What follows belongs to an exercise in optimizing a design on an open flow for small area; a production flow would make more cautious choices. Function was checked by simulation only, so behaviour that the tests miss may differ from the original. The clock port is modelled as an ideal driver; clocking choices that lean on that would not hold on a real chip. Power figures rest on the tool's default switching activity, not on a simulated workload.

==> v29 <==
==> flow/design.v (excerpt) <==
module cpu_top (
    input  logic        clk,
    input  logic        rst,
    output logic [31:0] pc,
    output logic        inst_req_valid,
    input  logic        inst_req_ready,
    input  logic [31:0] instruction,
    input  logic        inst_valid,
    output logic        inst_ready,
    output logic [31:0] mem_addr,
    output logic [31:0] mem_wdata,
    output logic [3:0]  mem_wstrb,
    output logic        mem_write,
    output logic        mem_read,
    input  logic        mem_req_ready,
    input  logic [31:0] read_data,
    input  logic        read_data_valid,
    output logic        read_data_ready,
    output logic        retire_valid,
    output logic        retire_wen,
    output logic [4:0]  retire_waddr,
    output logic [31:0] retire_wdata,
    output logic [31:0] retire_pc
);
    cpu_pkg::mem_req_t mem_req;
    cpu_pkg::retire_t  retire;
    cpu_core u_core (
        .clk             (clk),
        .rst             (rst),
        .pc              (pc),
        .inst_req_valid  (inst_req_valid),
        .inst_req_ready  (inst_req_ready),
        .instruction     (instruction),
        .inst_valid      (inst_valid),
        .inst_ready      (inst_ready),
        .mem_req         (mem_req),
        .mem_req_ready   (mem_req_ready),
        .read_data       (read_data),
        .read_data_valid (read_data_valid),
        .read_data_ready (read_data_ready),
  ...
==> flow/config.mk <==
export PLATFORM = sky130hd
export DESIGN_NAME = cpu_top
export DESIGN_NICKNAME = cpu_top
export VERILOG_FILES = /design/flow/design.v
export SDC_FILE = /design/flow/constraint.sdc
export NUM_CORES = 4
export LEC_CHECK = 0
export CAP_MARGIN = 20
export CORE_MARGIN = 2
export CORE_UTILIZATION = 65
export SLEW_MARGIN = 20
==> flow/constraint.sdc <==
create_clock -name core_clock -period 8.0 [get_ports {clk}]
set_input_delay 1.6000 -clock core_clock [delete_from_list [all_inputs] [get_ports {clk}]]
set_output_delay 1.6000 -clock core_clock [all_outputs]
set_load 0.01 [all_outputs]
standard.sh (not shown) runs the stock make flow with config.mk's settings and CLKGATE_MAP_FILE= SYNTH_SCRIPT=/design/flow/synth_recipe.tcl, a recipe that flattens the netlist after the stock synthesis.
==> flow/flow/run.sh <==
#!/bin/bash
# The standard layout (standard.sh) with these changes:
#  - synthesis is synth_recipe.tcl unchanged, except that ABC maps the
#    combinational logic with flow/abc_area.script (area-oriented "map -a",
#    then ABC's usual buffering and sizing); registers are mapped before ABC
#    runs and are not touched by it
#  - port buffers use sky130_fd_sc_hd__buf_1
#  - the clock tree uses clusters of up to 20 sinks on clkbuf_8 and no dummy loads
# Each step writes its own log in this folder (ORFS's own logs are under orfs/logs).
set -euo pipefail
W=$PWD
cat > area_synth.tcl <<EOT
proc abc {args} {
  set i [lsearch \$args -script]
  if {\$i >= 0} { lset args [expr {\$i + 1}] $W/flow/abc_area.script }
  yosys abc {*}\$args
}
source $W/synth_recipe.tcl
EOT
sed "s|SYNTH_SCRIPT=[^ ]*|SYNTH_SCRIPT=$W/area_synth.tcl|" standard.sh > area_standard.sh
export BUFFER_PORTS_ARGS="-buffer_cell sky130_fd_sc_hd__buf_1"
export CTS_ARGS="-sink_clustering_enable -repair_clock_nets -dont_use_dummy_load -buf_list sky130_fd_sc_hd__clkbuf_8 -sink_clustering_size 20 -sink_clustering_max_diameter 60"
bash area_standard.sh > standard.log 2>&1
==> flow/flow/abc_area.script <==
strash
dch -f
map -a
topo
stime -c
buffer -c
upsize -c
dnsize -c
==> v17: changes against v29 <==
==> flow/flow/run.sh (replaced) <==
#!/bin/bash
# The standard layout (standard.sh, standard synthesis unchanged) with:
#  - port buffers of sky130_fd_sc_hd__buf_1
#  - a clock tree of clkbuf_8 clusters (up to 24 sinks, 70 um) without dummy loads
#  - after CTS, flow/fix_clk.tcl upsizes any clock buffer whose flip-flop clock
#    pins would see too large a slew, and legalizes the placement again
# Each step writes its own log in this folder (ORFS's own logs are under orfs/logs).
set -euo pipefail
export BUFFER_PORTS_ARGS="-buffer_cell sky130_fd_sc_hd__buf_1"
export CTS_ARGS="-sink_clustering_enable -repair_clock_nets -dont_use_dummy_load -buf_list sky130_fd_sc_hd__clkbuf_8 -sink_clustering_size 24 -sink_clustering_max_diameter 70"
bash standard.sh cts > standard_cts.log 2>&1
R=orfs/results/sky130hd/cpu_top/base
FIX_IN=$R/4_cts.odb FIX_SDC=$R/4_cts.sdc FIX_OUT=$R/4_cts.odb FIX_TARGET=0.110 \
  openroad -no_init -exit flow/fix_clk.tcl > fix_clk.log 2>&1
bash standard.sh > standard_finish.log 2>&1
==> flow/flow/fix_clk.tcl (new file) <==
# Upsize clock buffers that drive flip-flop clock pins with too large a slew,
# then legalize the placement. Usage: openroad -exit fix_clk.tcl with env
# FIX_IN (odb), FIX_SDC, FIX_OUT (odb), FIX_TARGET (ns)
read_liberty $::env(FLOW_HOME)/platforms/sky130hd/lib/sky130_fd_sc_hd__tt_025C_1v80.lib
read_db $::env(FIX_IN)
read_sdc $::env(FIX_SDC)
source $::env(FLOW_HOME)/platforms/sky130hd/setRC.tcl
estimate_parasitics -placement
set target $::env(FIX_TARGET)
array set next {
  sky130_fd_sc_hd__clkbuf_1 sky130_fd_sc_hd__clkbuf_2
  sky130_fd_sc_hd__clkbuf_2 sky130_fd_sc_hd__clkbuf_4
  sky130_fd_sc_hd__clkbuf_4 sky130_fd_sc_hd__clkbuf_8
  sky130_fd_sc_hd__clkbuf_8 sky130_fd_sc_hd__clkbuf_16
}
proc max_clk_slew {} {
  set mx 0
  set worst {}
  foreach inst [get_cells *] {
    set ref [get_property $inst ref_name]
    if {[string match "*__*df*" $ref]} {
      set pin [get_pins -of_objects $inst -filter "name==CLK"]
      foreach rf {rise fall} {
        set s [get_property $pin slew_max_$rf]
        if {$s > $mx} {set mx $s}
      }
    }
  }
  return $mx
}
set target_hit 0
for {set round 0} {$round < 4 && !$target_hit} {incr round} {
  for {set it 0} {$it < 8} {incr it} {
    set bad [dict create]
    foreach inst [get_cells *] {
      set ref [get_property $inst ref_name]
      if {![string match "*__*df*" $ref]} continue
      set pin [get_pins -of_objects $inst -filter "name==CLK"]
      set s [expr max([get_property $pin slew_max_rise],[get_property $pin slew_max_fall])]
      if {$s > $target} {
        set net [get_nets -of_objects $pin]
        foreach p [get_pins -of_objects $net] {
          if {[get_property $p direction] == "output"} {
            dict set bad [get_full_name [get_cells -of_objects $p]] 1
          }
        }
      }
    }
    puts "round $round iteration $it: max slew [max_clk_slew], buffers to upsize: [dict size $bad]"
    if {[dict size $bad] == 0} break
    foreach name [dict keys $bad] {
      set inst [get_cells $name]
      set ref [get_property $inst ref_name]
      if {[info exists next($ref)]} {
        puts "  $name: $ref -> $next($ref)"
        replace_cell $inst $next($ref)
      }
    }
    estimate_parasitics -placement
  }
  detailed_placement
  check_placement
  estimate_parasitics -placement
  set mx [max_clk_slew]
  puts "round $round after legalization max slew $mx"
  if {$mx <= $target + 0.002} {set target_hit 1}
}
write_db $::env(FIX_OUT)
removed: flow/flow/abc_area.script
==> qor summary <==
	v29	v17
Run status	no timing/DRC/antenna violations	no timing/DRC/antenna violations
Cell internal pwr	6.59 mW	6.91 mW
Buffers & Inverters on Critical Path	5	4
Power per standard cell area	291 nW/um^2	296 nW/um^2
Share of the yosys chip area belonging to registers	0.834	0.828
Clock group power	2.26 mW	2.63 mW
Number of multi-input combinational cells in the layout	576	477
DP Wirelength	34700 microns	32400 microns
Number of distinct library cells after synthesis	55	78
Combined area of the multi-input logic cells	3100 sq um	3620 sq um
Overall track demand over capacity in global routing	0.227	0.225
Min Clock Period, post-route	7.65 ns	7.76 ns
Met2 routing resource usage after global routing	0.376	0.372
DRT met1 WL	21800 microns	21100 microns
Largest voltage drop on the vdd net	0.000224 V	0.000241 V
Wire length of the first global-routing pass	74500 microns	73600 microns
Fraction of power consumed by the clock network	0.266	0.298
Via count of the first global-routing pass	12990	12536
DR iter-0 viols	878	902
Final weighted congestion of routability-driven global placement	0.913	0.880
Total of plain and repair buffers excluding clock buffers	277	287
Setup slack of the most critical reg-to-reg path	2.57 ns	2.41 ns

==> re-timing with driven ports <==
In the flow no input, the clock included, has a driving cell. The finished layouts below were timed again as built, in two steps.
Step 1, drivers: a clkbuf_16 drives clk and a buf_2 each remaining input, both assumed.
Step 2 times the ports against the registers' clock, not the clock port: input delays grow and output delays shrink by t, the midpoint of the rising clock arrivals with the driver on.
Slacks: ideal ports / drivers / drivers and shift; pairs: ideal ports / drivers.
run	t (ns)	slack for setup (ns)	hold WS [ns]	worst setup path after step 2	worst register clock-pin slew, ns
v29	0.660	0.353 / 0.329 / 0.329	0.279 / 0.279 / 0.279	input to output	0.11 / 0.11
v17	0.757	0.236 / 0.212 / 0.212	0.228 / 0.228 / 0.228	input to output	0.09 / 0.09
After both steps every run listed still meets setup and hold.
